What follows belongs to an exercise in optimizing a design on an open flow for small area; a production flow would make more cautious choices.
At most, simulation tests tie the RTL to the original design; equivalence was not proved.
Only the layout flow was run in run 2; the RTL was not checked for function there.
Power figures rest on the tool's default switching activity, not on a simulated workload.

## design/flow/flow/run.sh

```bash
#!/bin/bash
# Layout: the standard flow (standard.sh) unchanged, except that the
# port buffers that global placement inserts are buf_1 cells.
cp standard.sh standard_sh_copy.txt
export BUFFER_PORTS_ARGS="-buffer_cell sky130_fd_sc_hd__buf_1"
bash standard.sh "$@" > run_standard.log 2>&1
```

## design/flow/standard.sh

```bash
#!/bin/bash
# synth_recipe.tcl (not shown) runs the flow's synth.tcl, then flattens the netlist and writes it again
# the make line also repeats each setting of config.mk as NAME=value (left out here)
make -C /OpenROAD-flow-scripts/flow DESIGN_CONFIG=/design/flow/config.mk WORK_HOME=/design/flow/orfs CLKGATE_MAP_FILE= SYNTH_SCRIPT=/design/flow/synth_recipe.tcl "${@:-finish}"
```

## design/flow/config.mk

```make
export PLATFORM = sky130hd
export DESIGN_NAME = angle_slew_limiter_unit
export DESIGN_NICKNAME = angle_slew_limiter_unit
export VERILOG_FILES = /design/flow/design.v
export SDC_FILE = /design/flow/constraint.sdc
export NUM_CORES = 4
export LEC_CHECK = 0
export CAP_MARGIN = 20
export CORE_MARGIN = 2
export CORE_UTILIZATION = 40
export CTS_BUF_LIST = sky130_fd_sc_hd__clkbuf_8
export SLEW_MARGIN = 20
```

## design/flow/constraint.sdc

```tcl
create_clock -name core_clock -period 7.5 [get_ports {clk}]
set_input_delay 1.5000 -clock core_clock [delete_from_list [all_inputs] [get_ports {clk}]]
set_output_delay 1.5000 -clock core_clock [all_outputs]
set_load 0.01 [all_outputs]
```

## design/flow/design.v

```verilog
`timescale 1ns / 1ps
package asl_pkg;
    function automatic logic [1:0] atan_bits(input logic [7:0] idx);
        case (idx)
            8'd0: atan_bits = 2'b01;
            8'd1: atan_bits = 2'b00;
            8'd2: atan_bits = 2'b01;
            8'd3: atan_bits = 2'b01;
            8'd4: atan_bits = 2'b01;
            8'd5: atan_bits = 2'b01;
            8'd6: atan_bits = 2'b01;
            8'd7: atan_bits = 2'b00;
            8'd8: atan_bits = 2'b01;
            8'd9: atan_bits = 2'b00;
            8'd10: atan_bits = 2'b00;
            8'd11: atan_bits = 2'b00;
            8'd12: atan_bits = 2'b01;
            8'd13: atan_bits = 2'b00;
            8'd14: atan_bits = 2'b01;
            8'd15: atan_bits = 2'b00;
            8'd16: atan_bits = 2'b00;
            8'd17: atan_bits = 2'b00;
            8'd18: atan_bits = 2'b00;
            8'd19: atan_bits = 2'b00;
            8'd20: atan_bits = 2'b00;
            8'd21: atan_bits = 2'b00;
            8'd22: atan_bits = 2'b00;
            8'd23: atan_bits = 2'b00;
            8'd24: atan_bits = 2'b00;
            8'd25: atan_bits = 2'b00;
            8'd26: atan_bits = 2'b00;
            8'd27: atan_bits = 2'b00;
            8'd28: atan_bits = 2'b00;
            8'd29: atan_bits = 2'b10;
            8'd30: atan_bits = 2'b00;
            8'd31: atan_bits = 2'b00;
            8'd32: atan_bits = 2'b00;
            8'd33: atan_bits = 2'b01;
            8'd34: atan_bits = 2'b11;
            8'd35: atan_bits = 2'b01;
            8'd36: atan_bits = 2'b01;
            8'd37: atan_bits = 2'b10;
            8'd38: atan_bits = 2'b10;
            8'd39: atan_bits = 2'b10;
            8'd40: atan_bits = 2'b01;
            8'd41: atan_bits = 2'b10;
            8'd42: atan_bits = 2'b01;
            8'd43: atan_bits = 2'b00;
            8'd44: atan_bits = 2'b10;
            8'd45: atan_bits = 2'b00;
            8'd46: atan_bits = 2'b00;
            8'd47: atan_bits = 2'b00;
            8'd48: atan_bits = 2'b11;
            8'd49: atan_bits = 2'b11;
            8'd50: atan_bits = 2'b00;
            8'd51: atan_bits = 2'b11;
            8'd52: atan_bits = 2'b11;
            8'd53: atan_bits = 2'b10;
            8'd54: atan_bits = 2'b11;
            8'd55: atan_bits = 2'b10;
            8'd56: atan_bits = 2'b10;
            8'd57: atan_bits = 2'b00;
            8'd58: atan_bits = 2'b00;
            8'd59: atan_bits = 2'b11;
            8'd60: atan_bits = 2'b01;
            8'd61: atan_bits = 2'b01;
            8'd62: atan_bits = 2'b00;
            8'd63: atan_bits = 2'b00;
            8'd64: atan_bits = 2'b10;
            8'd65: atan_bits = 2'b00;
            8'd66: atan_bits = 2'b01;
            8'd67: atan_bits = 2'b00;
            8'd68: atan_bits = 2'b11;
            8'd69: atan_bits = 2'b00;
            8'd70: atan_bits = 2'b01;
            8'd71: atan_bits = 2'b01;
            8'd72: atan_bits = 2'b11;
            8'd73: atan_bits = 2'b00;
            8'd74: atan_bits = 2'b10;
            8'd75: atan_bits = 2'b00;
            8'd76: atan_bits = 2'b01;
            8'd77: atan_bits = 2'b00;
            8'd78: atan_bits = 2'b00;
            8'd79: atan_bits = 2'b00;
            8'd80: atan_bits = 2'b11;
            8'd81: atan_bits = 2'b11;
            8'd82: atan_bits = 2'b00;
            8'd83: atan_bits = 2'b10;
            8'd84: atan_bits = 2'b00;
            8'd85: atan_bits = 2'b00;
            8'd86: atan_bits = 2'b01;
            8'd87: atan_bits = 2'b10;
            8'd88: atan_bits = 2'b01;
            8'd89: atan_bits = 2'b10;
            8'd90: atan_bits = 2'b01;
            8'd91: atan_bits = 2'b01;
            8'd92: atan_bits = 2'b00;
            8'd93: atan_bits = 2'b00;
            8'd94: atan_bits = 2'b00;
            8'd95: atan_bits = 2'b00;
            8'd96: atan_bits = 2'b11;
            8'd97: atan_bits = 2'b00;
            8'd98: atan_bits = 2'b10;
            8'd99: atan_bits = 2'b00;
            8'd100: atan_bits = 2'b00;
            8'd101: atan_bits = 2'b01;
            8'd102: atan_bits = 2'b11;
            8'd103: atan_bits = 2'b01;
            8'd104: atan_bits = 2'b11;
            8'd105: atan_bits = 2'b01;
            8'd106: atan_bits = 2'b01;
            8'd107: atan_bits = 2'b00;
            8'd108: atan_bits = 2'b01;
            8'd109: atan_bits = 2'b00;
            8'd110: atan_bits = 2'b01;
            8'd111: atan_bits = 2'b01;
            8'd112: atan_bits = 2'b00;
            8'd113: atan_bits = 2'b11;
            8'd114: atan_bits = 2'b01;
            8'd115: atan_bits = 2'b01;
            8'd116: atan_bits = 2'b01;
            8'd117: atan_bits = 2'b10;
            8'd118: atan_bits = 2'b00;
            8'd119: atan_bits = 2'b10;
            8'd120: atan_bits = 2'b00;
            8'd121: atan_bits = 2'b01;
            8'd122: atan_bits = 2'b01;
            8'd123: atan_bits = 2'b00;
            8'd124: atan_bits = 2'b01;
            8'd125: atan_bits = 2'b01;
            8'd126: atan_bits = 2'b01;
            8'd127: atan_bits = 2'b01;
            8'd128: atan_bits = 2'b11;
            8'd129: atan_bits = 2'b00;
            8'd130: atan_bits = 2'b01;
            8'd131: atan_bits = 2'b00;
            8'd132: atan_bits = 2'b11;
            8'd133: atan_bits = 2'b00;
            8'd134: atan_bits = 2'b11;
            8'd135: atan_bits = 2'b00;
            8'd136: atan_bits = 2'b00;
            8'd137: atan_bits = 2'b00;
            8'd138: atan_bits = 2'b01;
            8'd139: atan_bits = 2'b01;
            8'd140: atan_bits = 2'b01;
            8'd141: atan_bits = 2'b01;
            8'd142: atan_bits = 2'b01;
            8'd143: atan_bits = 2'b00;
            8'd144: atan_bits = 2'b01;
            8'd145: atan_bits = 2'b01;
            8'd146: atan_bits = 2'b00;
            8'd147: atan_bits = 2'b10;
            8'd148: atan_bits = 2'b01;
            8'd149: atan_bits = 2'b10;
            8'd150: atan_bits = 2'b01;
            8'd151: atan_bits = 2'b00;
            8'd152: atan_bits = 2'b00;
            8'd153: atan_bits = 2'b01;
            8'd154: atan_bits = 2'b01;
            8'd155: atan_bits = 2'b01;
            8'd156: atan_bits = 2'b01;
            8'd157: atan_bits = 2'b01;
            8'd158: atan_bits = 2'b00;
            8'd159: atan_bits = 2'b01;
            8'd160: atan_bits = 2'b01;
            8'd161: atan_bits = 2'b01;
            8'd162: atan_bits = 2'b11;
            8'd163: atan_bits = 2'b01;
            8'd164: atan_bits = 2'b10;
            8'd165: atan_bits = 2'b01;
            8'd166: atan_bits = 2'b00;
            8'd167: atan_bits = 2'b00;
            8'd168: atan_bits = 2'b01;
            8'd169: atan_bits = 2'b01;
            8'd170: atan_bits = 2'b01;
            8'd171: atan_bits = 2'b01;
            8'd172: atan_bits = 2'b01;
            8'd173: atan_bits = 2'b00;
            8'd174: atan_bits = 2'b01;
            8'd175: atan_bits = 2'b00;
            8'd176: atan_bits = 2'b00;
            8'd177: atan_bits = 2'b10;
            8'd178: atan_bits = 2'b00;
            8'd179: atan_bits = 2'b11;
            8'd180: atan_bits = 2'b01;
            8'd181: atan_bits = 2'b00;
            8'd182: atan_bits = 2'b00;
            8'd183: atan_bits = 2'b01;
            8'd184: atan_bits = 2'b01;
            8'd185: atan_bits = 2'b01;
            8'd186: atan_bits = 2'b01;
            8'd187: atan_bits = 2'b01;
            8'd188: atan_bits = 2'b00;
            8'd189: atan_bits = 2'b01;
            8'd190: atan_bits = 2'b00;
            8'd191: atan_bits = 2'b00;
            8'd192: atan_bits = 2'b10;
            8'd193: atan_bits = 2'b00;
            8'd194: atan_bits = 2'b11;
            8'd195: atan_bits = 2'b01;
            8'd196: atan_bits = 2'b00;
            8'd197: atan_bits = 2'b00;
            8'd198: atan_bits = 2'b01;
            8'd199: atan_bits = 2'b01;
            8'd200: atan_bits = 2'b01;
            8'd201: atan_bits = 2'b01;
            8'd202: atan_bits = 2'b01;
            8'd203: atan_bits = 2'b00;
            8'd204: atan_bits = 2'b01;
            8'd205: atan_bits = 2'b00;
            8'd206: atan_bits = 2'b00;
            8'd207: atan_bits = 2'b00;
            8'd208: atan_bits = 2'b00;
            8'd209: atan_bits = 2'b11;
            8'd210: atan_bits = 2'b01;
            8'd211: atan_bits = 2'b00;
            8'd212: atan_bits = 2'b00;
            8'd213: atan_bits = 2'b01;
            8'd214: atan_bits = 2'b01;
            8'd215: atan_bits = 2'b01;
            8'd216: atan_bits = 2'b01;
            8'd217: atan_bits = 2'b01;
            8'd218: atan_bits = 2'b00;
            8'd219: atan_bits = 2'b01;
            8'd220: atan_bits = 2'b00;
            8'd221: atan_bits = 2'b00;
            8'd222: atan_bits = 2'b00;
            8'd223: atan_bits = 2'b01;
            8'd224: atan_bits = 2'b11;
            8'd225: atan_bits = 2'b01;
            8'd226: atan_bits = 2'b00;
            8'd227: atan_bits = 2'b00;
            8'd228: atan_bits = 2'b01;
            8'd229: atan_bits = 2'b01;
            8'd230: atan_bits = 2'b01;
            8'd231: atan_bits = 2'b01;
            8'd232: atan_bits = 2'b01;
            8'd233: atan_bits = 2'b00;
            8'd234: atan_bits = 2'b01;
            8'd235: atan_bits = 2'b00;
            8'd236: atan_bits = 2'b00;
            8'd237: atan_bits = 2'b00;
            8'd238: atan_bits = 2'b01;
            8'd239: atan_bits = 2'b00;
            8'd240: atan_bits = 2'b00;
            8'd241: atan_bits = 2'b01;
            8'd242: atan_bits = 2'b00;
            8'd243: atan_bits = 2'b01;
            8'd244: atan_bits = 2'b01;
            8'd245: atan_bits = 2'b01;
            8'd246: atan_bits = 2'b01;
            8'd247: atan_bits = 2'b01;
            8'd248: atan_bits = 2'b00;
            8'd249: atan_bits = 2'b01;
            8'd250: atan_bits = 2'b00;
            8'd251: atan_bits = 2'b00;
            8'd252: atan_bits = 2'b00;
            8'd253: atan_bits = 2'b01;
            8'd254: atan_bits = 2'b00;
            8'd255: atan_bits = 2'b01;
            default: atan_bits = 2'b00;
        endcase
    endfunction
endpackage
`timescale 1ns / 1ps
`timescale 1ns / 1ps
`timescale 1ns / 1ps
module angle_slew_limiter_unit
(
    input  logic               clk,
    input  logic               rst_n,
    input  logic               cfg_valid,
    output logic               cfg_ready,
    input  logic [31:0]        cfg_max_rate,
    input  logic               frame_valid,
    output logic               frame_ready,
    input  logic signed [15:0] frame_tgt_x,
    input  logic signed [15:0] frame_tgt_y,
    input  logic signed [15:0] frame_src_x,
    input  logic signed [15:0] frame_src_y,
    input  logic [31:0]        frame_stamp_us,
    output logic               result_valid,
    input  logic               result_ready,
    output logic signed [15:0] result_angle,
    output logic               result_was_limited,
    output logic               result_was_held
);
    localparam logic [2:0] S_IDLE = 3'd0;
    localparam logic [2:0] S_CORD = 3'd1;
    localparam logic [2:0] S_MUL  = 3'd2;
    localparam logic [2:0] S_WAIT = 3'd3;
    localparam logic [2:0] S_PA   = 3'd4;
    localparam logic [2:0] S_PB   = 3'd5;
    localparam logic [2:0] S_ACC  = 3'd6;
    logic [2:0]  st_q, st_n;
    logic [4:0]  ph_q, ph_n;
    logic [5:0]  cnt_q, cnt_n;
    logic        vec_q, vec_n;
    logic [31:0] rate_q, rate_n;
    logic [33:0] last_q, last_n;    
    logic        half_q;
    logic        rz_q, lz_q, cz_q;    
    logic        xnz_q, hz_q, hz_n;
    logic [15:0] cur_q, cur_n;
    logic        rv_q, rv_n;
    logic        lim_q, lim_n;
    logic        held_q, held_n;
    logic [16:0] xn_q, yn_q, x_q, y_q, l_q, l_n, h_q, h_n;
    logic        cx_q, cx_n, cy_q, cy_n, cl_q, cl_n, ch_q, ch_n;
    logic        dir_q, dir_n, ysgn_q, ysgn_n, ynz_q, ynz_n;
    logic        bw_q, bw_n, dq0_q, dd1_q, dd2_q, rc1n_q, rc2n_q;
    logic        sat_q, sat_n, dneg_q, dneg_n;
    logic        b1_q, b1_n, b2_q, b2_n, c3_q, c3_n;
    wire ph0  = (ph_q == 5'd0);
    wire ph15 = (ph_q == 5'd15);
    wire ph16 = ph_q[4];
    wire cord    = (st_q == S_CORD);
    wire ld      = cord && (cnt_q == 6'd0);
    wire it      = cord && (cnt_q != 6'd0);
    wire xy_live = cord && (cnt_q != 6'd16);
    wire mul     = (st_q == S_MUL);
    wire pa      = (st_q == S_PA);
    wire pb      = (st_q == S_PB);
    wire [3:0] cc4 = cnt_q[3:0];    
    wire        inj_t = (st_q == S_IDLE) && frame_valid && ph16 && half_q;
    wire        inj_s = cord && !vec_q && (cnt_q == 6'd16) && ph16;
    wire [33:0] vin_t = {frame_tgt_y[15], frame_tgt_y, frame_tgt_x[15], frame_tgt_x};
    wire [33:0] vin_s = {frame_src_y[15], frame_src_y, frame_src_x[15], frame_src_x};
    logic [33:0] vin;
    always_comb
        for (int m = 0; m <= 33; m++)
            vin[m] = (inj_t & vin_t[m]) | (inj_s & vin_s[m]);
    wire        neg = vec_q ? frame_src_x[15] : frame_tgt_x[15];
    logic [15:0] xr, yr;
    always_comb
        for (int c = 0; c < 16; c++)
        begin
            xr[c] = x_q[(c + 15) % 16];
            yr[c] = y_q[(c + 15) % 16];
        end
    wire [5:0]  jsum  = {1'b0, ph_q} + {2'b00, cc4};
    wire        inr   = (jsum <= 6'd17);
    wire        tap_y = inr ? yr[cc4] : ysgn_q;
    wire        tap_x = inr & xr[cc4];
    logic xa, xb, xc0, ya, yb, yc0;
    always_comb
    begin
        if (ld)
        begin
            xa = 1'b0;    xb = x_q[0] ^ neg;    xc0 = neg;
            ya = 1'b0;    yb = y_q[0] ^ neg;    yc0 = neg;
        end
        else
        begin
            xa = x_q[0];  xb = tap_y ^ ~dir_q;  xc0 = ~dir_q;
            ya = y_q[0];  yb = tap_x ^ dir_q;   yc0 = dir_q;
        end
    end
    wire cxu = ph0 ? xc0 : cx_q;
    wire cyu = ph0 ? yc0 : cy_q;
    wire xs  = xa ^ xb ^ cxu;
    wire ys  = ya ^ yb ^ cyu;
    assign cx_n = (xa & xb) | (cxu & (xa ^ xb));
    assign cy_n = (ya & yb) | (cyu & (ya ^ yb));
    wire xin = (xy_live & xs) | vin[16];
    wire yin = (xy_live & ys) | vin[33];
    assign hz_n = (ld && ph16) ? ((vec_q & hz_q) | (~xnz_q & ~ynz_q)) : hz_q;
    always_comb
    begin
        ynz_n  = ynz_q;
        dir_n  = dir_q;
        ysgn_n = ysgn_q;
        if (cord)
        begin
            ynz_n = ph0 ? yin : (ynz_q | yin);
            if (ph16)
            begin
                dir_n  = ~yin & ynz_q;
                ysgn_n = yin;
            end
        end
    end
    wire [1:0]  atb  = asl_pkg::atan_bits({cc4, ph_q[3:0]});
    wire        tl   = atb[0];
    wire        th   = atb[1];
    wire        zsub = vec_q ? dir_q : ~dir_q;
    logic la, lb, lc0, ha, hb, hc0;
    always_comb
    begin
        if (ld && !vec_q)
        begin
            la = 1'b0;    lb = ph15;              lc0 = 1'b0;
            ha = 1'b0;    hb = ph15 & neg;        hc0 = 1'b0;
        end
        else if (ld)
        begin
            la = 1'b0;    lb = ~ph15 & ~ph16;     lc0 = 1'b0;
            ha = h_q[0];  hb = ph15 & neg;        hc0 = cl_q;
        end
        else if (it)
        begin
            la = l_q[0];  lb = tl ^ zsub;         lc0 = zsub;
            ha = h_q[0];  hb = th ^ zsub;         hc0 = cl_q;
        end
        else
        begin
            la = l_q[0];  lb = 1'b0;              lc0 = 1'b0;
            ha = h_q[0];  hb = 1'b0;              hc0 = cl_q;
        end
        if (ph16 && cord)
        begin
            la = 1'b1;    lb = 1'b0;
        end
    end
    wire clu = ph0 ? lc0 : cl_q;
    wire chu = ph0 ? hc0 : ch_q;
    wire zl  = la ^ lb ^ clu;
    wire zh  = ha ^ hb ^ chu;
    assign cl_n = (la & lb) | (clu & (la ^ lb));
    assign ch_n = (ha & hb) | (chu & (ha ^ hb));
    assign x_q = ~xn_q;
    assign y_q = ~yn_q;
    wire [33:0] ccn = {yn_q, xn_q};
    wire        pre = cord && vec_q && (cnt_q == 6'd16) && ph16;
    wire        lsh = pre | (mul && (cnt_q < 6'd31));
    wire        stb = frame_stamp_us[cnt_n[4:0]];
    wire        l0  = last_q[0] & ~lz_q;
    wire        bwu = pre ? 1'b0 : bw_q;
    wire        d0  = lsh & (stb ^ l0 ^ bwu);
    assign bw_n = (~stb & l0) | (~(stb ^ l0) & bwu);
    logic [32:0] man, mpn, msn;
    logic [33:0] mcn;
    always_comb
    begin
        mcn[22] = rc2n_q;
        for (int k = 22; k <= 32; k++)
        begin
            man[k]   = ccn[k-2];
            mpn[k]   = ~(((k <= 31) ? (dd2_q & rate_q[k]) : 1'b0) | ((k == 22) ? 1'b0 : vin[k-3]));
            msn[k]   = man[k] ^ mpn[k] ^ mcn[k];
            mcn[k+1] = (man[k] & mpn[k]) | (mcn[k] & (man[k] ^ mpn[k]));
        end
        mcn[11] = rc1n_q;
        for (int k = 11; k <= 21; k++)
        begin
            man[k]   = (k <= 20) ? ccn[k-1] : msn[22];
            mpn[k]   = ~((dd1_q & rate_q[k]) | ((k == 11 || k == 18) ? 1'b0 : vin[k-2]));
            msn[k]   = man[k] ^ mpn[k] ^ mcn[k];
            mcn[k+1] = (man[k] & mpn[k]) | (mcn[k] & (man[k] ^ mpn[k]));
        end
        mcn[0] = 1'b1;
        for (int k = 0; k <= 10; k++)
        begin
            man[k]   = (k <= 9) ? ccn[k] : msn[11];
            mpn[k]   = ~((dq0_q & rate_q[k]) | ((k == 0) ? 1'b0 : vin[k-1]));
            msn[k]   = man[k] ^ mpn[k] ^ mcn[k];
            mcn[k+1] = (man[k] & mpn[k]) | (mcn[k] & (man[k] ^ mpn[k]));
        end
    end
    logic [33:0] ccn_n;
    always_comb
    begin
        for (int m = 0; m <= 9; m++)   ccn_n[m] = msn[m+1];
        for (int m = 10; m <= 19; m++) ccn_n[m] = msn[m+2];
        for (int m = 20; m <= 29; m++) ccn_n[m] = msn[m+3];
        for (int m = 30; m <= 32; m++) ccn_n[m] = ccn[m+1] & ~vin[m];
        ccn_n[33] = ~yin;
        if (!mul)
            ccn_n[16] = ~xin;
    end
    wire mp0  = ~msn[0];
    wire wr_l = mul && (cnt_q >= 6'd16) && (cnt_q <= 6'd30);
    assign l_n = {wr_l ? mp0 : zl, l_q[16:1]};
    assign h_n = {zh, h_q[16:1]};
    always_comb
    begin
        sat_n = sat_q;
        if (mul && (cnt_q >= 6'd31))
            sat_n = (cnt_q == 6'd31) ? mp0 : (sat_q | mp0);
    end
    wire rate_nz = ~rz_q & (|rate_q);
    wire sat_e   = sat_q | ~rate_nz;
    wire held    = hz_q;
    wire dj   = h_q[0];
    wire cj   = cur_q[0] & ~cz_q;
    wire de   = held ? cj : dj;
    wire limj = sat_e ? ph15 : (~ph16 & ~ph15 & l_q[16]);
    wire b1u   = ph0 ? (pb & dneg_q) : b1_q;
    wire delta = de ^ cj ^ b1u;
    wire b1a   = (~de & cj) | (~(de ^ cj) & b1u);
    wire b2u   = ph0 ? 1'b0 : b2_q;
    assign b2_n = (~limj & delta) | (~(limj ^ delta) & b2u);
    wire c3u   = ph0 ? 1'b0 : c3_q;
    wire s2    = delta ^ limj ^ c3u;
    assign c3_n = (delta & limj) | (c3u & (delta ^ limj));
    wire lbx  = limj ^ dneg_q;
    wire nsum = cj ^ lbx ^ b1u;
    wire c4   = (cj & lbx) | (b1u & (cj ^ lbx));
    wire newb = lim_q ? nsum : de;
    assign b1_n = pa ? b1a : c4;
    always_comb
    begin
        cur_n  = cur_q;
        lim_n  = lim_q;
        held_n = held_q;
        dneg_n = dneg_q;
        if ((pa || pb) && !ph16)
            cur_n = {pa ? cj : newb, cur_q[15:1]};
        if (pa && ph15)
        begin
            lim_n  = (~delta & b2_n) | (delta & s2);
            dneg_n = delta;
            held_n = held;
        end
    end
    assign cfg_ready   = 1'b1;
    assign frame_ready = (st_q == S_ACC);
    assign rate_n = cfg_valid ? cfg_max_rate : rate_q;
    assign last_n = {lsh ? stb : last_q[0], last_q[33:1]};
    assign ph_n   = ph16 ? 5'd0 : (ph_q + 5'd1);
    always_comb
    begin
        st_n  = st_q;
        cnt_n = cnt_q;
        vec_n = vec_q;
        rv_n  = rv_q & ~result_ready;
        case (st_q)
            S_IDLE:
                if (frame_valid && ph16 && half_q)
                begin
                    st_n  = S_CORD;
                    cnt_n = 6'd0;
                    vec_n = 1'b0;
                end
            S_CORD:
                if (ph16)
                begin
                    if (cnt_q == 6'd16)
                    begin
                        cnt_n = 6'd0;
                        if (!vec_q)
                            vec_n = 1'b1;
                        else
                            st_n = S_MUL;
                    end
                    else
                        cnt_n = cnt_q + 6'd1;
                end
            S_MUL:
            begin
                cnt_n = cnt_q + 6'd1;
                if (cnt_q == 6'd63)
                    st_n = S_WAIT;
            end
            S_WAIT:
                if (ph16 && !rv_n)
                    st_n = S_PA;
            S_PA:
                if (ph16)
                    st_n = S_PB;
            S_PB:
                if (ph16)
                    st_n = S_ACC;
            S_ACC:
                if (frame_valid)
                begin
                    st_n = S_IDLE;
                    rv_n = 1'b1;
                end
            default:
                st_n = S_IDLE;
        endcase
    end
    always_ff @(posedge clk or negedge rst_n)
    begin
        if (!rst_n)
        begin
            st_q   <= S_IDLE;
            ph_q   <= 5'd0;
            half_q <= 1'b0;
            rz_q   <= 1'b1;
            lz_q   <= 1'b1;
            cz_q   <= 1'b1;
            rv_q   <= 1'b0;
        end
        else
        begin
            st_q   <= st_n;
            ph_q   <= ph_n;
            half_q <= half_q ^ ph16;
            if (cfg_valid)
                rz_q <= 1'b0;
            if (mul && cnt_q == 6'd63)
                lz_q <= 1'b0;
            if (pb && ph16)
                cz_q <= 1'b0;
            rv_q   <= rv_n;
        end
    end
    always_ff @(posedge clk)
    begin
        xn_q   <= ccn_n[16:0];
        rate_q <= rate_n;
        last_q <= last_n;
        cur_q  <= cur_n;
        xnz_q  <= ph0 ? xin : (xnz_q | xin);
        hz_q   <= hz_n;
        cnt_q  <= cnt_n;
        vec_q  <= vec_n;
        dq0_q  <= d0;
        dd1_q  <= dq0_q;
        dd2_q  <= dd1_q;
        rc1n_q <= mcn[11];
        rc2n_q <= mcn[22];
        yn_q   <= ccn_n[33:17];
        l_q    <= l_n;
        h_q    <= h_n;
        cx_q   <= cx_n;
        cy_q   <= cy_n;
        cl_q   <= cl_n;
        ch_q   <= ch_n;
        dir_q  <= dir_n;
        ysgn_q <= ysgn_n;
        ynz_q  <= ynz_n;
        bw_q   <= bw_n;
        sat_q  <= sat_n;
        dneg_q <= dneg_n;
        b1_q   <= b1_n;
        b2_q   <= b2_n;
        c3_q   <= c3_n;
        lim_q  <= lim_n;
        held_q <= held_n;
    end
    assign result_valid       = rv_q;
    assign result_angle       = cur_q;
    assign result_was_limited = lim_q;
    assign result_was_held    = held_q;
endmodule
```

==> metrics.md, run 1 <==
| Metric | Value |
|---|---|
| Fmax | 159 MHz |
| CTS buffer count | 17 |
| DRT antenna net count | 0 |
| CTS clock-pin slew for the worst setup and hold paths | 0.11 ns |
| First-pass GRT wire length | 31500 um |
| Leakage | 3.98 nW |
| Status | no timing/DRC/antenna violations |
| Max_slew headroom | 42.8% |
| Setup Fix Bufs, Post-CTS | 0 |
| DP HPWL | 14100 um |
| Warnings from Yosys | 1 |
| Synthesized instance count | 771 |
| Most used cell, CP | fa_1 |
| Largest net degree at the start of global routing | 49 |
| Dominant synthesized flop cell | dfxtp_1 |
| Share of cells above drive strength 1 | 8.47% |
| Post-synth EDFFs | 58 |
| H-tree depth | 4 |
| Mapped Area | 8780 sq um |
| Maximum fanout along the worst path | 32 |
| Via count | 6192 |
| Initial antenna violation count | 0 |
| Pins Over Slew Limit | 0 |
| Ant diodes | 0 |
| Final hold viol count | 0 |
| Met1 usage | 24.4% |
| CTS resizes | 0 |
| Register area share after synthesis | 51.2% |
| Met3 Use GR | 3.88% |
| Worst Skew | 0.0203 ns |
| # rows | 54 |
| Max VDD drop | 91.2 uV |
| DRC viols | 0 |
| Vias in the first global route | 6071 |
| Asr flop ratio synth | 6.77% |
| Max stage delay on crit path | 0.70 ns |
| CP Class | register to register |
| Finish-stage setup viols | 0 |
| Worst setup margin | 1.19 ns |
| Fin crit period | 6.31 ns |
| Seq cells post-synth | 192 |
| Core Region | 21700 sq um |
| TritonCTS clock tree | built |
| Die X | 152 um |
| Met2 usage | 25.9% |
| Number of vias per cell | 5.16 |
| Drt wl/cell | 16.1 um |
| Die area | 23100 sq um |
| Cts hold-fix bufs | 0 |
| Fin nets | 1095 |
| CP endpoint kind | register |
| # port buffers | 152 |
| Synth unique cells | 79 |
| Syn_area_per_cell | 11.4 sq um |
| RD Place Congestion | 0.868 |
| Busiest layer in global routing | met2 |
| Detailed Route WL | 19400 um |
| Commonest non-fill, non-tap cells in the layout | buf_1 (151), dfxtp_1 (121), inv_1 (86) |
| Area Overhead vs Synth | 13.7% |
| Hold WC Path Type | register to register |
| Initial Utilization | 40.5% |
| Die H | 152 um |
| PwrDens | 184 nW/um^2 |
| CTS max path bufs | 2 |
| Total negative setup slack | 0 ns |
| Final Cycle Share | 84.1% |
| Setup crit start kind | register |
| Arrival @ worst endpoint | 6.67 ns |
| Critical path data required time | 7.87 ns |
| Syn nets | 958 |
| Io pins | 154 |
| Setup Slack @ Placement | 0.939 ns |
| Worst-path cell chain | inv_1, ha_1, nor4b_1, nand2_1, nor3_2, buf_4, a222oi_1, fa_1, fa_1, fa_1, fa_1, fa_1, fa_1, fa_1, fa_1, fa_1, xnor2_1, xnor2_1 |
| Worst slew pin tran | 0.845 ns |
| Worst-Skew Late Latency | 0.47 ns |
| Detailed Routing Iterations Pass 1 | 6 |
| Clock sink total | 192 |
| Commonest non-fill, non-tap cell in the layout | buf_1 |
| Grt total ovfl | 0 |
| Gr usage total | 17.1% |
| Slowest CP cell | nor4b_1 |
| RSZ-0062 raised after global routing | no |
| Maximum Capacitance Violations | 0 |
| Starting DRT DRC Count | 640 |
| Filler cells | 2032 |
| Clock Tree Root | clkbuf_8 |
-- area by class of cell --
| class | instances | area (sq um) | area share [%] |
|---|---|---|---|
| clock buffers | 20 | 275 | 2.76 |
| clock inverters | 12 | 120 | 1.20 |
| inverters | 89 | 334 | 3.35 |
| multi-input cells | 445 | 3750 | 37.6 |
| flip-flops and latches | 192 | 4490 | 45.0 |
| well taps | 280 | 350 | 3.51 |
| repair buffers | 163 | 654 | 6.56 |
-- sequential cells by signal, indices dropped and copies added, names as in the netlist, 3 cells and up --
name    cells
cur_q      16
yn_q       17
xn_q       17
l_q        17
rate_q     32
cnt_q       6
st_q        3
ph_q        5
h_q        17
last_q     34
-- metrics by stage --
stage | hold WS [ns] | std cells | utilization (%) | instance area (sq um) | power (W)
3_5_place_dp | 0.312 | 1169 | 44.2 | 9580 | 0.00120
6_report | 0.328 | 1201 | 46.0 | 9980 | 0.00184
3_3_place_gp | 0.311 | 1169 | 44.2 | 9580 | 0.00120
2_1_floorplan | 0.310 | 771 | - | 8780 | 0.00115
5_1_grt | 0.332 | 1201 | 46.0 | 9980 | 0.00191
4_1_cts | 0.326 | 1201 | 46.0 | 9980 | 0.00187
-- synth_stat cells, types with 10 or more instances --
master / count / area [sq um]
mux4_2: 13 / 293
fa_1: 40 / 801
a222oi_1: 27 / 270
ha_1: 14 / 175
o21ai_0: 21 / 105
dfxtp_1: 121 / 2420
nand2b_1: 17 / 106
clkbuf_1: 31 / 116
mux2i_1: 20 / 200
edfxtp_1: 58 / 1740
a21oi_1: 32 / 160
nor4_1: 13 / 81.3
nor2b_1: 14 / 87.6
inv_1: 85 / 319
dfrtp_1: 10 / 250
nor2_1: 40 / 150
nand2_1: 53 / 199
-- cells by family after synthesis --
| logic type | after synthesis | share of synthesized area, % |
|---|---|---|
| fa+ha+maj | 54 | 11.1 |
| buf+inv | 134 | 6.16 |
| mux | 36 | 6.00 |
| xor+xnor | 15 | 1.50 |
| compound gates | 152 | 13.1 |
| flops | 192 | 51.2 |
| simple gates | 187 | 10.9 |
| other cells | 1 | 0.0427 |
-- layer usage --
layer / vias to the layer above / share of wire (%)
met2: 219 / 45
met3: 24 / 6.4
met4: 0 / 1.5
li1: 3004 / -
met1: 2945 / 47
met5: - / 0
-- final timing paths --
check	startpoint	endpoint	slack, ns	depth (start not counted)
min in group asynchronous	rst_n	st_q[2]	1.11	1
hold reg to reg	h_q[14]	h_q[13]	0.33	0
setup reg to reg	cnt_q[0]	yn_q[12]	1.19	18
max in group asynchronous	rst_n	ph_q[0]	5.85	1
setup / recovery	cnt_q[0]	yn_q[12]	1.19	18
hold / removal	h_q[14]	h_q[13]	0.33	0
-- power by group --
| group | switching, W | internal (W) |
|---|---|---|
| clock | 0.000367 | 0.000298 |
| sequential | 0.0000165 | 0.00110 |
| combinational | 0.0000299 | 0.0000280 |
| total | 0.000413 | 0.00142 |
-- critical path: cells and delay by family (launching register included) --
kind,cells,cell delay (ns)
flops,1,0.32
simple gates,3,1.15
compound gates,1,0.16
xor+xnor,2,0.28
fa+ha+maj,10,3.77
buf+inv,2,0.53
==> run 2, diff against run 1 <==
--- a/design/flow/design.v
+++ b/design/flow/design.v
@@ -294,2 +294,3 @@
     localparam logic [2:0] S_ACC  = 3'd6;
+    localparam logic [2:0] S_MW   = 3'd7;
     logic [2:0]  st_q, st_n;
@@ -299,4 +300,3 @@
     logic [31:0] rate_q, rate_n;
-    logic [33:0] last_q, last_n;    
-    logic        half_q;
+    logic [16:0] lr_q, lr_n;        
     logic        rz_q, lz_q, cz_q;    
@@ -324,3 +324,3 @@
     wire [3:0] cc4 = cnt_q[3:0];    
-    wire        inj_t = (st_q == S_IDLE) && frame_valid && ph16 && half_q;
+    wire        inj_t = (st_q == S_MW) && ph16;
     wire        inj_s = cord && !vec_q && (cnt_q == 6'd16) && ph16;
@@ -423,7 +423,6 @@
     wire [33:0] ccn = {yn_q, xn_q};
-    wire        pre = cord && vec_q && (cnt_q == 6'd16) && ph16;
-    wire        lsh = pre | (mul && (cnt_q < 6'd31));
-    wire        stb = frame_stamp_us[cnt_n[4:0]];
-    wire        l0  = last_q[0] & ~lz_q;
-    wire        bwu = pre ? 1'b0 : bw_q;
+    wire        lsh  = mul & ~cnt_q[5];
+    wire        stb  = frame_stamp_us[cnt_q[4:0]];
+    wire        l0   = ~lz_q & (cnt_q[4] ? h_q[2] : l_q[1]);
+    wire        bwu  = (cnt_q == 6'd0) ? 1'b0 : bw_q;
     wire        d0  = lsh & (stb ^ l0 ^ bwu);
@@ -471,5 +470,6 @@
     wire mp0  = ~msn[0];
-    wire wr_l = mul && (cnt_q >= 6'd16) && (cnt_q <= 6'd30);
-    assign l_n = {wr_l ? mp0 : zl, l_q[16:1]};
-    assign h_n = {zh, h_q[16:1]};
+    wire wr_l = mul && (cnt_q >= 6'd17) && (cnt_q <= 6'd31);
+    assign lr_n = {wr_l ? mp0 : lr_q[0], lr_q[16:1]};
+    assign l_n  = {pa ? stb : zl, l_q[16:1]};
+    assign h_n  = {pb ? stb : zh, h_q[16:1]};
     always_comb
@@ -477,4 +477,6 @@
         sat_n = sat_q;
-        if (mul && (cnt_q >= 6'd31))
-            sat_n = (cnt_q == 6'd31) ? mp0 : (sat_q | mp0);
+        if (mul && (cnt_q == 6'd32))
+            sat_n = mp0;
+        else if ((mul && (cnt_q > 6'd32)) || (st_q == S_MW))
+            sat_n = sat_q | mp0;
     end
@@ -483,6 +485,6 @@
     wire held    = hz_q;
-    wire dj   = h_q[0];
+    wire dj   = zh;
     wire cj   = cur_q[0] & ~cz_q;
     wire de   = held ? cj : dj;
-    wire limj = sat_e ? ph15 : (~ph16 & ~ph15 & l_q[16]);
+    wire limj = sat_e ? ph15 : (~ph16 & ~ph15 & lr_q[16]);
     wire b1u   = ph0 ? (pb & dneg_q) : b1_q;
@@ -518,3 +520,2 @@
     assign rate_n = cfg_valid ? cfg_max_rate : rate_q;
-    assign last_n = {lsh ? stb : last_q[0], last_q[33:1]};
     assign ph_n   = ph16 ? 5'd0 : (ph_q + 5'd1);
@@ -528,7 +529,6 @@
             S_IDLE:
-                if (frame_valid && ph16 && half_q)
+                if (frame_valid && ph15)
                 begin
-                    st_n  = S_CORD;
+                    st_n  = S_MUL;
                     cnt_n = 6'd0;
-                    vec_n = 1'b0;
                 end
@@ -543,3 +543,3 @@
                         else
-                            st_n = S_MUL;
+                            st_n = S_WAIT;
                     end
@@ -552,13 +552,30 @@
                 if (cnt_q == 6'd63)
-                    st_n = S_WAIT;
+                    st_n = S_MW;
             end
+            S_MW:
+                if (ph16)
+                begin
+                    st_n  = S_CORD;
+                    cnt_n = 6'd0;
+                    vec_n = 1'b0;
+                end
             S_WAIT:
                 if (ph16 && !rv_n)
-                    st_n = S_PA;
+                begin
+                    st_n  = S_PA;
+                    cnt_n = 6'd0;
+                end
             S_PA:
-                if (ph16)
+            begin
+                if (!ph16)
+                    cnt_n = cnt_q + 6'd1;
+                else
                     st_n = S_PB;
+            end
             S_PB:
+            begin
+                cnt_n = cnt_q + 6'd1;
                 if (ph16)
                     st_n = S_ACC;
+            end
             S_ACC:
@@ -579,3 +596,2 @@
             ph_q   <= 5'd0;
-            half_q <= 1'b0;
             rz_q   <= 1'b1;
@@ -589,6 +605,5 @@
             ph_q   <= ph_n;
-            half_q <= half_q ^ ph16;
             if (cfg_valid)
                 rz_q <= 1'b0;
-            if (mul && cnt_q == 6'd63)
+            if (pb && ph16)
                 lz_q <= 1'b0;
@@ -603,3 +618,3 @@
         rate_q <= rate_n;
-        last_q <= last_n;
+        lr_q   <= lr_n;
         cur_q  <= cur_n;
==> design/flow/flow/run.sh (replaced) <==
#!/bin/bash
# Layout: the standard flow (standard.sh) unchanged, except that
#  - the port buffers that global placement inserts are buf_1 cells, and
#  - clock tree synthesis uses clkbuf_8 buffers and adds no dummy loads.
export BUFFER_PORTS_ARGS="-buffer_cell sky130_fd_sc_hd__buf_1"
export CTS_ARGS="-sink_clustering_enable -repair_clock_nets -buf_list sky130_fd_sc_hd__clkbuf_8 -dont_use_dummy_load"
bash standard.sh "$@" > run_standard.log 2>&1
--- a/design/flow/config.mk
+++ b/design/flow/config.mk
@@ -9,4 +9,3 @@
 export CORE_MARGIN = 2
-export CORE_UTILIZATION = 40
-export CTS_BUF_LIST = sky130_fd_sc_hd__clkbuf_8
+export CORE_UTILIZATION = 65
 export SLEW_MARGIN = 20
==> run 2 against run 1 <==
Compared with the run above:
- sequential cell count decreased by 19
- setup slack improved by 0.59 ns
- die area decreased by 41%
- via count decreased by 3.6%
- synthesized cell count decreased by 6.9%
- critical path type unchanged
- critical endpoint unchanged
==> metrics.md, run 2 <==
| Metric | Value |
|---|---|
| Status | no timing/DRC/antenna violations (unchanged) |
| Vias in the first global route | 6057 (was 6071) |
| DP HPWL | 13700 um (was 14100 um) |
| Most frequent cell after synthesis | dfxtp_1 (unchanged) |
| # port buffers | 152 (unchanged) |
| Finish-stage setup viols | 0 (unchanged) |
| Fin nets | 1041 (was 1095) |
| Core Region | 12600 sq um (was 21700 sq um) |
| Initial antenna violation count | 0 (unchanged) |
| Io pins | 154 (unchanged) |
| Synth area leaders | dfxtp_1 (24%), edfxtp_1 (23%), fa_1 (9.6%) (was dfxtp_1 (28%), edfxtp_1 (20%), fa_1 (9.1%)) |
| Die area | 13700 sq um (was 23100 sq um) |
| Setup Fix Bufs, Post-CTS | 0 (unchanged) |
| Gr usage total | 28.6% (was 17.1%) |
| CTS max path bufs | 2 (unchanged) |
| Ant diodes | 0 (unchanged) |
| Setup crit start kind | register (unchanged) |
| Commonest non-fill, non-tap cell in the layout | buf_1 (unchanged) |
| Area of the multi-input gates | 3690 sq um (was 3750 sq um) |
| Placed cell count | 1007 (was 1169) |
| Dominant synthesized flop cell | dfxtp_1 (unchanged) |
| Detailed Routing Iterations Pass 1 | 5 (was 6) |
| Synth unique cells | 68 (was 79) |
| Maximum Capacitance Violations | 0 (unchanged) |
| Worst-path cell chain | nor2_1, nand4_1, nor3_2, a21oi_1, fa_1, fa_1, fa_1, fa_1, fa_1, fa_1, fa_1, fa_1, fa_1, xnor2_1, xnor2_1 (was inv_1, ha_1, nor4b_1, nand2_1, nor3_2, buf_4, a222oi_1, fa_1, fa_1, fa_1, fa_1, fa_1, fa_1, fa_1, fa_1, fa_1, xnor2_1, xnor2_1) |
| RSZ-0062 raised after global routing | no (unchanged) |
| Max_slew headroom | 46.8% (was 42.8%) |
| Register area share after synthesis | 50.0% (was 51.2%) |
| Area Overhead vs Synth | 10.4% (was 13.7%) |
| Top cell type's share of synthesized area | 23.9% (was 27.6%) |
| Synth area leader | dfxtp_1 (unchanged) |
| CP Class | register to register (unchanged) |
| Sequential Area | 4150 sq um (was 4490 sq um) |
| Detailed Route WL | 18200 um (was 19400 um) |
| Max stage delay on crit path | 0.62 ns (was 0.70 ns) |
| Worst Path Buf+Inv | 0 (was 2) |
| Max reg flops | 32 (was 34) |
| Final Cycle Share | 76.3% (was 84.1%) |
| Number of vias per cell | 5.83 (was 5.16) |
| First-pass GRT wire length | 29800 um (was 31500 um) |
| Post-synth EDFFs | 63 (was 58) |
| Fin crit period | 5.72 ns (was 6.31 ns) |
| H-tree depth | 4 (unchanged) |
| CTS clock-pin slew for the worst setup and hold paths | 0.08 ns (was 0.11 ns) |
| Most common library cells after synthesis | dfxtp_1 (99), inv_1 (66), edfxtp_1 (63) (was dfxtp_1 (121), inv_1 (85), edfxtp_1 (58)) |
| DRT antenna net count | 0 (unchanged) |
| Fmax | 175 MHz (was 159 MHz) |
| Mapped Area | 8300 sq um (was 8780 sq um) |
| PwrDens | 333 nW/um^2 (was 184 nW/um^2) |
| Fin cells | 1024 (was 1201) |
| Clock Tree Root | clkbuf_8 (unchanged) |
| Warnings from Yosys | 1 (unchanged) |
| Die X | 117 um (was 152 um) |
| CTS resizes | 0 (unchanged) |
| CTS buffer count | 17 (unchanged) |
| Grt total ovfl | 0 (unchanged) |
| # rows | 41 (was 54) |
| RD Place Congestion | 0.869 (was 0.868) |
| Synthesized instance count | 718 (was 771) |
| CP top delay family | adder cells (unchanged) |
| Syn_area_per_cell | 11.6 sq um (was 11.4 sq um) |
| Slowest CP cell | edfxtp_1 (was nor4b_1) |
| Starting DRT DRC Count | 439 (was 640) |
| Arrival @ worst endpoint | 6.04 ns (was 6.67 ns) |
| Filler cells | 888 (was 2032) |
| Maximum fanout along the worst path | 15 (was 32) |
| Reg with most FFs | rate_q (was last_q) |
| DRC viols | 0 (unchanged) |
| Leakage | 3.59 nW (was 3.98 nW) |
| Total negative setup slack | 0 ns (unchanged) |
| Seq cells post-synth | 173 (was 192) |
| Cts hold-fix bufs | 0 (unchanged) |
| Via count | 5970 (was 6192) |
| Asr flop ratio synth | 6.36% (was 6.77%) |
| Worst-Skew Late Latency | 0.44 ns (was 0.47 ns) |
| Hold WC Path Type | register to register (unchanged) |
| Initial Utilization | 66.1% (was 40.5%) |
| Die H | 117 um (was 152 um) |
| TritonCTS clock tree | built (unchanged) |
| Worst slew pin tran | 0.797 ns (was 0.845 ns) |
| Pins Over Slew Limit | 0 (unchanged) |
| CP endpoint kind | register (unchanged) |
| Final hold viol count | 0 (unchanged) |
| Clock sink total | 173 (was 192) |
| Share of cells above drive strength 1 | 7.16% (was 8.47%) |
| Area post-placement | 8930 sq um (was 9580 sq um) |
| Commonest non-fill, non-tap cells in the layout | buf_1 (151), dfxtp_1 (99), inv_1 (66) (was buf_1 (151), dfxtp_1 (121), inv_1 (86)) |
| Final Instance Area | 9160 sq um (was 9980 sq um) |
| Syn nets | 905 (was 958) |
| Critical path data required time | 7.82 ns (was 7.87 ns) |
| Max VDD drop | 160 uV (was 91.2 uV) |
| Drt wl/cell | 17.8 um (was 16.1 um) |
| Most used cell, CP | fa_1 (unchanged) |
| Worst Skew | 0.0183 ns (was 0.0203 ns) |
| Fin Hold WS | 0.318 ns (was 0.328 ns) |
| Largest net degree at the start of global routing | 43 (was 49) |
[run 2: cell families after synthesis]
| family | Yosys count | share of synthesized area, % |
|---|---|---|
| flip-flops | 173 | 50.0 |
| AND/OR/NAND/NOR | 187 | 10.9 |
| XOR/XNOR | 19 | 2.00 |
| AO/OA/AOI/OAI | 139 | 11.7 |
| adder cells (fa/ha/maj) | 54 | 11.8 |
| buffers and inverters | 110 | 5.71 |
| multiplexers | 35 | 7.91 |
| other | 1 | 0.0452 |
[run 2: path summary, 6_finish.rpt]
| check | start | endpoint | slack [ns] | cells past startpoint |
|---|---|---|---|---|
| min in group asynchronous | rst_n | st_q[0] | 1.12 | 1 |
| worst min register to register | h_q[14] | h_q[13] | 0.32 | 0 |
| worst max register to register | cnt_q[2] | yn_q[12] | 1.78 | 15 |
| max in group asynchronous | rst_n | rv_q | 5.88 | 1 |
| worst min-delay path | h_q[14] | h_q[13] | 0.32 | 0 |
| worst max-delay path | cnt_q[2] | yn_q[12] | 1.78 | 15 |
[run 2: cell type report]
cell class,count,area share (%)
clock buffers,17,2.55
inverters,69,2.83
multi-input cells,435,40.2
flip-flops and latches,173,45.3
well taps,172,2.35
repair buffers,158,6.73
[run 2: layer usage]
layer  up-vias  track usage [%]  wire (um)
met5         -                0          0
met4         0             8.63        312
met3        25             5.05       1110
met2       264             48.8       9090
met1      2890             38.0       7710
li1       2791                -          -
[run 2: worst reg2reg max path: cells and delay by family (launching register included)]
family	cells	cell delay, ns
DFF	1	0.62
AOI/OAI and AO/OA	1	0.13
adders and majority gates	9	3.63
xor gates and xnor gates	2	0.28
and+or+nand+nor	3	0.95
[run 2: where the power goes]
part / total, W / internal, W / leakage (nW) / switching (W)
combinational: 0.00112 / 0.000487 / 1.92 / 0.000630
sequential: 0.00146 / 0.00128 / 1.55 / 0.000180
clock: 0.000473 / 0.000200 / 0.122 / 0.000273
total: 0.00305 / 0.00197 / 3.59 / 0.00108
[run 2: stage by stage]
| stage | worst slack [ns] | utilization (%) | power (W) |
|---|---|---|---|
| CTS | 1.78 | 72.9 | 0.00307 |
| finish | 1.78 | 72.9 | 0.00305 |
| detailed placement | 1.70 | 71.0 | 0.00260 |
| global placement | 1.85 | 71.0 | 0.00253 |
| global route | 1.53 | 72.9 | 0.00327 |
| floorplan | 1.74 | - | 0.00228 |
==> run 3, diff against run 2 <==
--- a/design/flow/design.v
+++ b/design/flow/design.v
@@ -360,6 +360,5 @@
     wire cyu = ph0 ? yc0 : cy_q;
-    wire xs  = xa ^ xb ^ cxu;
-    wire ys  = ya ^ yb ^ cyu;
-    assign cx_n = (xa & xb) | (cxu & (xa ^ xb));
-    assign cy_n = (ya & yb) | (cyu & (ya ^ yb));
+    logic xs, ys;
+    assign {cx_n, xs} = {1'b0, xa} + {1'b0, xb} + {1'b0, cxu};
+    assign {cy_n, ys} = {1'b0, ya} + {1'b0, yb} + {1'b0, cyu};
     wire xin = (xy_live & xs) | vin[16];
@@ -416,6 +415,5 @@
     wire chu = ph0 ? hc0 : ch_q;
-    wire zl  = la ^ lb ^ clu;
-    wire zh  = ha ^ hb ^ chu;
-    assign cl_n = (la & lb) | (clu & (la ^ lb));
-    assign ch_n = (ha & hb) | (chu & (ha ^ hb));
+    logic zl, zh;
+    assign {cl_n, zl} = {1'b0, la} + {1'b0, lb} + {1'b0, clu};
+    assign {ch_n, zh} = {1'b0, ha} + {1'b0, hb} + {1'b0, chu};
     assign x_q = ~xn_q;
@@ -438,4 +436,3 @@
             mpn[k]   = ~(((k <= 31) ? (dd2_q & rate_q[k]) : 1'b0) | ((k == 22) ? 1'b0 : vin[k-3]));
-            msn[k]   = man[k] ^ mpn[k] ^ mcn[k];
-            mcn[k+1] = (man[k] & mpn[k]) | (mcn[k] & (man[k] ^ mpn[k]));
+            {mcn[k+1], msn[k]} = {1'b0, man[k]} + {1'b0, mpn[k]} + {1'b0, mcn[k]};
         end
@@ -446,4 +443,3 @@
             mpn[k]   = ~((dd1_q & rate_q[k]) | ((k == 11 || k == 18) ? 1'b0 : vin[k-2]));
-            msn[k]   = man[k] ^ mpn[k] ^ mcn[k];
-            mcn[k+1] = (man[k] & mpn[k]) | (mcn[k] & (man[k] ^ mpn[k]));
+            {mcn[k+1], msn[k]} = {1'b0, man[k]} + {1'b0, mpn[k]} + {1'b0, mcn[k]};
         end
@@ -454,4 +450,3 @@
             mpn[k]   = ~((dq0_q & rate_q[k]) | ((k == 0) ? 1'b0 : vin[k-1]));
-            msn[k]   = man[k] ^ mpn[k] ^ mcn[k];
-            mcn[k+1] = (man[k] & mpn[k]) | (mcn[k] & (man[k] ^ mpn[k]));
+            {mcn[k+1], msn[k]} = {1'b0, man[k]} + {1'b0, mpn[k]} + {1'b0, mcn[k]};
         end
@@ -495,7 +490,7 @@
     wire c3u   = ph0 ? 1'b0 : c3_q;
-    wire s2    = delta ^ limj ^ c3u;
-    assign c3_n = (delta & limj) | (c3u & (delta ^ limj));
+    logic s2;
+    assign {c3_n, s2} = {1'b0, delta} + {1'b0, limj} + {1'b0, c3u};
     wire lbx  = limj ^ dneg_q;
-    wire nsum = cj ^ lbx ^ b1u;
-    wire c4   = (cj & lbx) | (b1u & (cj ^ lbx));
+    logic nsum, c4;
+    assign {c4, nsum} = {1'b0, cj} + {1'b0, lbx} + {1'b0, b1u};
     wire newb = lim_q ? nsum : de;
==> run 3 against run 2 <==
Compared with the run above:
- non-clock buffer count is 1 higher
- clock power is 1% lower
- largest power group unchanged
- register-to-register slack worse by 0.75 ns
- sequential share of layout area is 0.77 points higher
==> metrics.md, run 3 <==
| Metric | Value |
|---|---|
| Status | no timing/DRC/antenna violations (unchanged) |
| Area Overhead vs Synth | 11.0% (was 10.4%) |
| Most frequent cell after synthesis | dfxtp_1 (unchanged) |
| Reg power frac | 47.8% (was 47.9%) |
| CTS max path bufs | 2 (unchanged) |
| Core Region | 12100 sq um (was 12600 sq um) |
| # port buffers | 152 (unchanged) |
| # rows | 40 (was 41) |
| Setup crit start | cnt_q[0] (was cnt_q[2]) |
| Commonest non-fill, non-tap cells in the layout | buf_1 (151), dfxtp_1 (99), edfxtp_1 (63) (was buf_1 (151), dfxtp_1 (99), inv_1 (66)) |
| CP Class | register to register (unchanged) |
| Worst setup margin | 1.03 ns (was 1.78 ns) |
| Syn nets | 857 (was 905) |
| CTS buffer count | 17 (unchanged) |
| Seq cells post-synth | 173 (unchanged) |
| Max reg flops | 32 (unchanged) |
| Register area share after synthesis | 51.1% (was 50.0%) |
| DRT antenna net count | 0 (unchanged) |
| Syn_area_per_cell | 12.1 sq um (was 11.6 sq um) |
| Worst Skew | 0.0392 ns (was 0.0183 ns) |
| CTS clock-pin slew for the worst setup and hold paths | 0.09 ns (was 0.08 ns) |
| PwrDens | 340 nW/um^2 (was 333 nW/um^2) |
| Number of vias per cell | 5.95 (was 5.83) |
| Most used cell, CP | fa_1 (unchanged) |
| Logic pwr share | 36.9% (was 36.6%) |
| Initial antenna violation count | 0 (unchanged) |
| Grt total ovfl | 0 (unchanged) |
| Largest net degree at the start of global routing | 43 (unchanged) |
| Maximum fanout along the worst path | 15 (unchanged) |
| Min-delay src | lr_q[8] (was h_q[14]) |
| Placed cell count | 956 (was 1007) |
| Total negative setup slack | 0 ns (unchanged) |
| Clock sink total | 173 (unchanged) |
| Fmax | 155 MHz (was 175 MHz) |
| Die X | 116 um (was 117 um) |
| Gr usage total | 28.4% (was 28.6%) |
| Ant diodes | 0 (unchanged) |
| Fin Hold WS | 0.305 ns (was 0.318 ns) |
| Fin nets | 995 (was 1041) |
| Most common library cells after synthesis | dfxtp_1 (99), edfxtp_1 (63), inv_1 (60) (was dfxtp_1 (99), inv_1 (66), edfxtp_1 (63)) |
| CP endpoint kind | register (unchanged) |
| DRC viols | 0 (unchanged) |
| DP HPWL | 13400 um (was 13700 um) |
| Arrival @ worst endpoint | 6.80 ns (was 6.04 ns) |
| Commonest non-fill, non-tap cell in the layout | buf_1 (unchanged) |
| Share of cells above drive strength 1 | 6.96% (was 7.16%) |
| Fin crit period | 6.47 ns (was 5.72 ns) |
| Synth area leader | dfxtp_1 (unchanged) |
| Asr flop ratio synth | 6.36% (unchanged) |
| Slowest CP cell | nor3_4 (was edfxtp_1) |
| Mapped Area | 8120 sq um (was 8300 sq um) |
| Setup Slack @ Placement | 0.991 ns (was 1.70 ns) |
| Post-synth EDFFs | 63 (unchanged) |
| Max_slew headroom | 31.6% (was 46.8%) |
| Detailed Route WL | 17800 um (was 18200 um) |
| Critical path data required time | 7.83 ns (was 7.82 ns) |
| Tot Pwr | 0.00306 W (was 0.00305 W) |
| TritonCTS clock tree | built (unchanged) |
| RSZ-0062 raised after global routing | no (unchanged) |
| Synth unique cells | 65 (was 68) |
| Starting DRT DRC Count | 579 (was 439) |
| Synthesized instance count | 669 (was 718) |
| Cts hold-fix bufs | 0 (unchanged) |
| Worst-path cell chain | inv_1, ha_1, nor4b_1, nand2_1, nor3_4, a222oi_1, inv_1, fa_1, fa_1, inv_1, fa_1, fa_1, fa_1, fa_1, fa_1, fa_1, fa_1, fa_1 (was nor2_1, nand4_1, nor3_2, a21oi_1, fa_1, fa_1, fa_1, fa_1, fa_1, fa_1, fa_1, fa_1, fa_1, xnor2_1, xnor2_1) |
| First-pass GRT wire length | 28900 um (was 29800 um) |
| Clock share of power | 15.3% (was 15.5%) |
| Top cell type's share of synthesized area | 24.4% (was 23.9%) |
| H-tree depth | 4 (unchanged) |
| Setup crit start kind | register (unchanged) |
| Detailed Routing Iterations Pass 1 | 6 (was 5) |
| RR Startpoint | cnt_q[0] (was cnt_q[2]) |
| Setup Fix Bufs, Post-CTS | 0 (unchanged) |
| Leakage | 3.38 nW (was 3.59 nW) |
| Worst slew pin tran | 1.03 ns (was 0.797 ns) |
| Die H | 116 um (was 117 um) |
| Final Cycle Share | 86.2% (was 76.3%) |
| Maximum Capacitance Violations | 0 (unchanged) |
| CTS resizes | 0 (unchanged) |
| RD Place Congestion | 0.909 (was 0.869) |
| Vias in the first global route | 5903 (was 6057) |
| Switch share | 35.1% (was 35.5%) |
| Warnings from Yosys | 1 (unchanged) |
| Worst-Skew Late Latency | 0.45 ns (was 0.44 ns) |
| Io pins | 154 (unchanged) |
| Reg with most FFs | rate_q (unchanged) |
| Filler cells | 864 (was 888) |
| Max stage delay on crit path | 0.59 ns (was 0.62 ns) |
| Synth area leaders | dfxtp_1 (24%), edfxtp_1 (23%), fa_1 (9.9%) (was dfxtp_1 (24%), edfxtp_1 (23%), fa_1 (9.6%)) |
| NetSw | 0.00108 W (about the same) |
| Dominant synthesized flop cell | dfxtp_1 (unchanged) |
| Hold WC Path Type | register to register (unchanged) |
| Clock Tree Root | clkbuf_8 (unchanged) |
| Via count | 5788 (was 5970) |
| Fin cells | 973 (was 1024) |
| Final hold viol count | 0 (unchanged) |
| Int Power | 0.00199 W (was 0.00197 W) |
| Drt wl/cell | 18.3 um (was 17.8 um) |
| Initial Utilization | 67.0% (was 66.1%) |
| Die area | 13400 sq um (was 13700 sq um) |
| Finish-stage setup viols | 0 (unchanged) |
| Max VDD drop | 225 uV (was 160 uV) |
| Pins Over Slew Limit | 0 (unchanged) |
-- run 3: cell count changes after synthesis, sizes merged, moves of 9 or more --
cell,delta
a22oi,-13
a211oi,+11
nand2,-24
a21oi,-13
a22o,-16
nor2,-9
a222oi,+27
-- run 3: final timing paths --
path                            to  cells past startpoint  slack [ns]
min in group asynchronous  ph_q[2]                      1        1.09
setup reg to reg           xn_q[9]                     18        1.03
max in group asynchronous  st_q[1]                      1        5.93
setup / recovery           xn_q[9]                     18        1.03
hold / removal             lr_q[7]                      0        0.30
hold reg to reg            lr_q[7]                      0        0.30
-- run 3: critical path, delay by kind of cell (launching register included) --
family	cells	cell delay (ns)
flip-flops	1	0.41
buffers and inverters	3	0.39
AO/OA/AOI/OAI	1	0.21
AND/OR/NAND/NOR	3	1.28
adder cells (fa/ha/maj)	11	4.09
-- run 3: cells by family after synthesis --
family / after synthesis / share of synthesized area [%]
buf+inv: 101 / 5.10
flops: 173 / 51.1
fa+ha+maj: 55 / 12.2
simple gates: 146 / 9.08
compound gates: 133 / 11.9
mux: 39 / 8.26
other cells: 1 / 0.0462
xor+xnor: 21 / 2.27
-- run 3: area by class of cell --
class | instances | area (sq um) | area share (%)
Clock buffer | 17 | 234 | 2.60
Tap cell | 168 | 210 | 2.33
Multi-Input combinational cell | 395 | 3560 | 39.5
Timing Repair Buffer | 159 | 624 | 6.93
Inverter | 61 | 229 | 2.54
Sequential cell | 173 | 4150 | 46.1
-- run 3: routing by layer --
layer	global-route usage (%)	wire [um]	vias to the layer above
li1	-	-	2692
met4	8.73	352	0
met2	46.5	8590	298
met1	38.8	7440	2765
met5	0	0	-
met3	6.12	1430	33
-- run 3: per-stage QoR --
step	util [%]	area (sq um)
floorplan	-	8120
global placement	72.4	8770
detailed placement	72.4	8770
CTS	74.4	9010
global route	74.4	9010
finish	74.4	9010
-- run 3: power groups by stage --
stage               logic (W)  clock network (W)  registers [W]
floorplan            0.000887                  0        0.00141
detailed placement    0.00112                  0        0.00148
global placement      0.00108                  0        0.00146
CTS                   0.00113           0.000481        0.00146
finish                0.00113           0.000468        0.00146
global route          0.00127           0.000509        0.00150
==> run 4, diff against run 3 <==
==> design/flow/flow/run.sh (replaced) <==
#!/bin/bash
# Layout: the standard flow (standard.sh) unchanged, except that
#  - the port buffers that global placement inserts are buf_1 cells, and
#  - clock tree synthesis uses clkbuf_4 and clkbuf_8 buffers and adds no dummy loads.
export BUFFER_PORTS_ARGS="-buffer_cell sky130_fd_sc_hd__buf_1"
export CTS_ARGS="-sink_clustering_enable -repair_clock_nets -buf_list \"sky130_fd_sc_hd__clkbuf_4 sky130_fd_sc_hd__clkbuf_8\" -dont_use_dummy_load"
bash standard.sh "$@" > run_standard.log 2>&1
==> run 4 against run 3 <==
Compared with the run above:
- global-route usage unchanged
- hold slack unchanged
- via count stayed put
- sequential cell count is the same
- clock power about the same
- routed wire length is the same
- sequential power hardly changed
- non-clock buffer count stayed put
- core utilization stayed put
- maximum frequency did not move
- largest power group unchanged
==> metrics.md, run 4 <==
| Metric | Value |
|---|---|
| Status | no timing/DRC/antenna violations (unchanged) |
| # port buffers | 152 (unchanged) |
| # rows | 40 (unchanged) |
| CTS max path bufs | 2 (unchanged) |
| Gr usage total | 28.4% (unchanged) |
| Core Region | 12100 sq um (unchanged) |
| Synth unique cells | 65 (unchanged) |
| Post-synth EDFFs | 63 (unchanged) |
| Pins Over Slew Limit | 0 (unchanged) |
| Synth area leader | dfxtp_1 (unchanged) |
| Dominant synthesized flop cell | dfxtp_1 (unchanged) |
| Synth area leaders | dfxtp_1 (24%), edfxtp_1 (23%), fa_1 (9.9%) (unchanged) |
| Final hold viol count | 0 (unchanged) |
| Setup Slack @ Placement | 0.991 ns (unchanged) |
| Total negative setup slack | 0 ns (unchanged) |
| Worst-path cell chain | inv_1, ha_1, nor4b_1, nand2_1, nor3_4, a222oi_1, inv_1, fa_1, fa_1, inv_1, fa_1, fa_1, fa_1, fa_1, fa_1, fa_1, fa_1, fa_1 (unchanged) |
| Tot Pwr | 0.00306 W (unchanged) |
| DRT antenna net count | 0 (unchanged) |
| Clock Tree Root | clkbuf_8 (unchanged) |
| Die X | 116 um (unchanged) |
| Fin nets | 995 (unchanged) |
| Worst Skew | 0.0392 ns (unchanged) |
| Synthesized instance count | 669 (unchanged) |
| Most frequent cell after synthesis | dfxtp_1 (unchanged) |
| CTS clock-pin slew for the worst setup and hold paths | 0.09 ns (about the same) |
| Starting DRT DRC Count | 579 (unchanged) |
| Die area | 13400 sq um (unchanged) |
| Largest net degree at the start of global routing | 43 (unchanged) |
| DRC viols | 0 (unchanged) |
| First-pass GRT wire length | 28900 um (unchanged) |
| Via count | 5788 (unchanged) |
| Setup crit start | cnt_q[0] (unchanged) |
| DP HPWL | 13400 um (unchanged) |
| Max stage delay on crit path | 0.59 ns (about the same) |
| Number of vias per cell | 5.95 (unchanged) |
| Warnings from Yosys | 1 (unchanged) |
| Final Cycle Share | 86.2% (unchanged) |
| Detailed Routing Iterations Pass 1 | 6 (unchanged) |
| Maximum fanout along the worst path | 15 (unchanged) |
| Hold WC Path Type | register to register (unchanged) |
| Most common library cells after synthesis | dfxtp_1 (99), edfxtp_1 (63), inv_1 (60) (unchanged) |
| Placed cell count | 956 (unchanged) |
| Initial antenna violation count | 0 (unchanged) |
| Commonest non-fill, non-tap cells in the layout | buf_1 (151), dfxtp_1 (99), edfxtp_1 (63) (unchanged) |
| Grt total ovfl | 0 (unchanged) |
| Initial Utilization | 67.0% (unchanged) |
| CTS resizes | 0 (unchanged) |
| CP endpoint kind | register (unchanged) |
| Min-delay src | lr_q[8] (unchanged) |
| Syn_area_per_cell | 12.1 sq um (unchanged) |
| Worst-Skew Late Latency | 0.45 ns (about the same) |
| Detailed Route WL | 17800 um (unchanged) |
| CTS buffer count | 17 (unchanged) |
| Most used cell, CP | fa_1 (unchanged) |
| Die H | 116 um (unchanged) |
| Setup Fix Bufs, Post-CTS | 0 (unchanged) |
| Worst slew pin tran | 1.03 ns (unchanged) |
| Max VDD drop | 225 uV (unchanged) |
| RR Startpoint | cnt_q[0] (unchanged) |
| Setup crit start kind | register (unchanged) |
| Syn nets | 857 (unchanged) |
| Clock sink total | 173 (unchanged) |
| Critical path data required time | 7.83 ns (about the same) |
| Leakage | 3.38 nW (unchanged) |
| Fin crit period | 6.47 ns (unchanged) |
| Reg with most FFs | rate_q (unchanged) |
| Fin Hold WS | 0.305 ns (unchanged) |
| Arrival @ worst endpoint | 6.80 ns (about the same) |
| Asr flop ratio synth | 6.36% (unchanged) |
| H-tree depth | 4 (unchanged) |
| Fin cells | 973 (unchanged) |
| Register area share after synthesis | 51.1% (unchanged) |
| Drt wl/cell | 18.3 um (unchanged) |
| Ant diodes | 0 (unchanged) |
| Top cell type's share of synthesized area | 24.4% (unchanged) |
| Finish-stage setup viols | 0 (unchanged) |
| CP Class | register to register (unchanged) |
| Max reg flops | 32 (unchanged) |
| Filler cells | 864 (unchanged) |
| Vias in the first global route | 5903 (unchanged) |
| Maximum Capacitance Violations | 0 (unchanged) |
| Io pins | 154 (unchanged) |
| RD Place Congestion | 0.909 (unchanged) |
| TritonCTS clock tree | built (unchanged) |
| Cts hold-fix bufs | 0 (unchanged) |
| Worst setup margin | 1.03 ns (unchanged) |
| Fmax | 155 MHz (unchanged) |
| Commonest non-fill, non-tap cell in the layout | buf_1 (unchanged) |
| Max_slew headroom | 31.6% (unchanged) |
| Seq cells post-synth | 173 (unchanged) |
| Slowest CP cell | nor3_4 (unchanged) |
| Mapped Area | 8120 sq um (unchanged) |
| PwrDens | 340 nW/um^2 (unchanged) |
| Area Overhead vs Synth | 11.0% (unchanged) |
| Share of cells above drive strength 1 | 6.96% (unchanged) |
| RSZ-0062 raised after global routing | no (unchanged) |
## run 4: cells by family after synthesis
group / synth area share [%]
xor gates and xnor gates: 2.27
and+or+nand+nor: 9.08
buffers and inverters: 5.10
muxes: 8.26
adders and majority gates: 12.2
AOI/OAI and AO/OA: 11.9
other: 0.0462
DFF: 51.1
## run 4: worst paths after layout
check                                to  slack [ns]  depth (start not counted)
worst max-delay path            xn_q[9]        1.03                         18
worst min-delay path            lr_q[7]        0.30                          0
worst max register to register  xn_q[9]        1.03                         18
worst min register to register  lr_q[7]        0.30                          0
max in group asynchronous       st_q[1]        5.93                          1
min in group asynchronous       ph_q[2]        1.09                          1
## run 4: critical path: cells and delay by family, from the launching register on
| family | cells | cell delay, ns |
|---|---|---|
| buffers and inverters | 3 | 0.39 |
| and+or+nand+nor | 3 | 1.28 |
| adders and majority gates | 11 | 4.09 |
| AOI/OAI and AO/OA | 1 | 0.21 |
| DFF | 1 | 0.41 |
## run 4: power by group
group / internal (W) / switching, W
Clock: 0.000200 / 0.000268
Sequential: 0.00128 / 0.000186
Combinational: 0.000510 / 0.000621
## run 4: cell type report
class / count / area, sq um / area share, %
multi-input combinational: 395 / 3560 / 39.5
inverter: 61 / 229 / 2.54
timing repair buffer: 159 / 624 / 6.93
sequential: 173 / 4150 / 46.1
clock buffer: 17 / 234 / 2.60
tap: 168 / 210 / 2.33
## run 4: through the flow
step	area, sq um	utilization [%]
global placement	8770	72.4
finish	9010	74.4
floorplan	8120	-
global route	9010	74.4
detailed placement	8770	72.4
CTS	9010	74.4
## run 4: routing by layer
metal | track usage, % | routed length [um] | vias to the layer above
met2 | 46.5 | 8590 | 298
li1 | - | - | 2692
met1 | 38.8 | 7440 | 2765
met3 | 6.12 | 1430 | 33
met5 | 0 | 0 | -
met4 | 8.73 | 352 | 0

what the ideal ports hide:
No port has a modelled driver above. Below, the same layouts with a new extraction and two added sets of constraints.
Step 1 sets driving cells, clkbuf_16 on the clock port and buf_2 on the other inputs (assumed; they add their load-dependent delay and slew).
Step 2, shift: input delay + t, output delay - t, t = (earliest + latest rising clock arrival at the registers) / 2. This alone moves slack from input paths to output paths.
a / b / c = ideal ports / drivers / drivers and shift; a / b = the first two.
run	shift t [ns]	setup slack, ns	worst setup path after step 2	slew at the worst register clock pin (ns)	worst data-port slew with drivers (ns)
run 1	0.494	1.191 / 1.191 / 0.930	input to register	0.11 / 0.11	0.06
run 2	0.470	1.778 / 1.778 / 1.679	input to register	0.08 / 0.08	0.04
run 3	0.467	1.031 / 1.031 / 1.031	register to register	0.09 / 0.09	0.05
run 4	0.467	1.031 / 1.031 / 1.031	register to register	0.09 / 0.09	0.05
After both steps setup and hold are still met in every run listed. The setup slack of run 1, which loses most, moves by 0.000 ns with the drivers and by -0.261 ns with both steps.
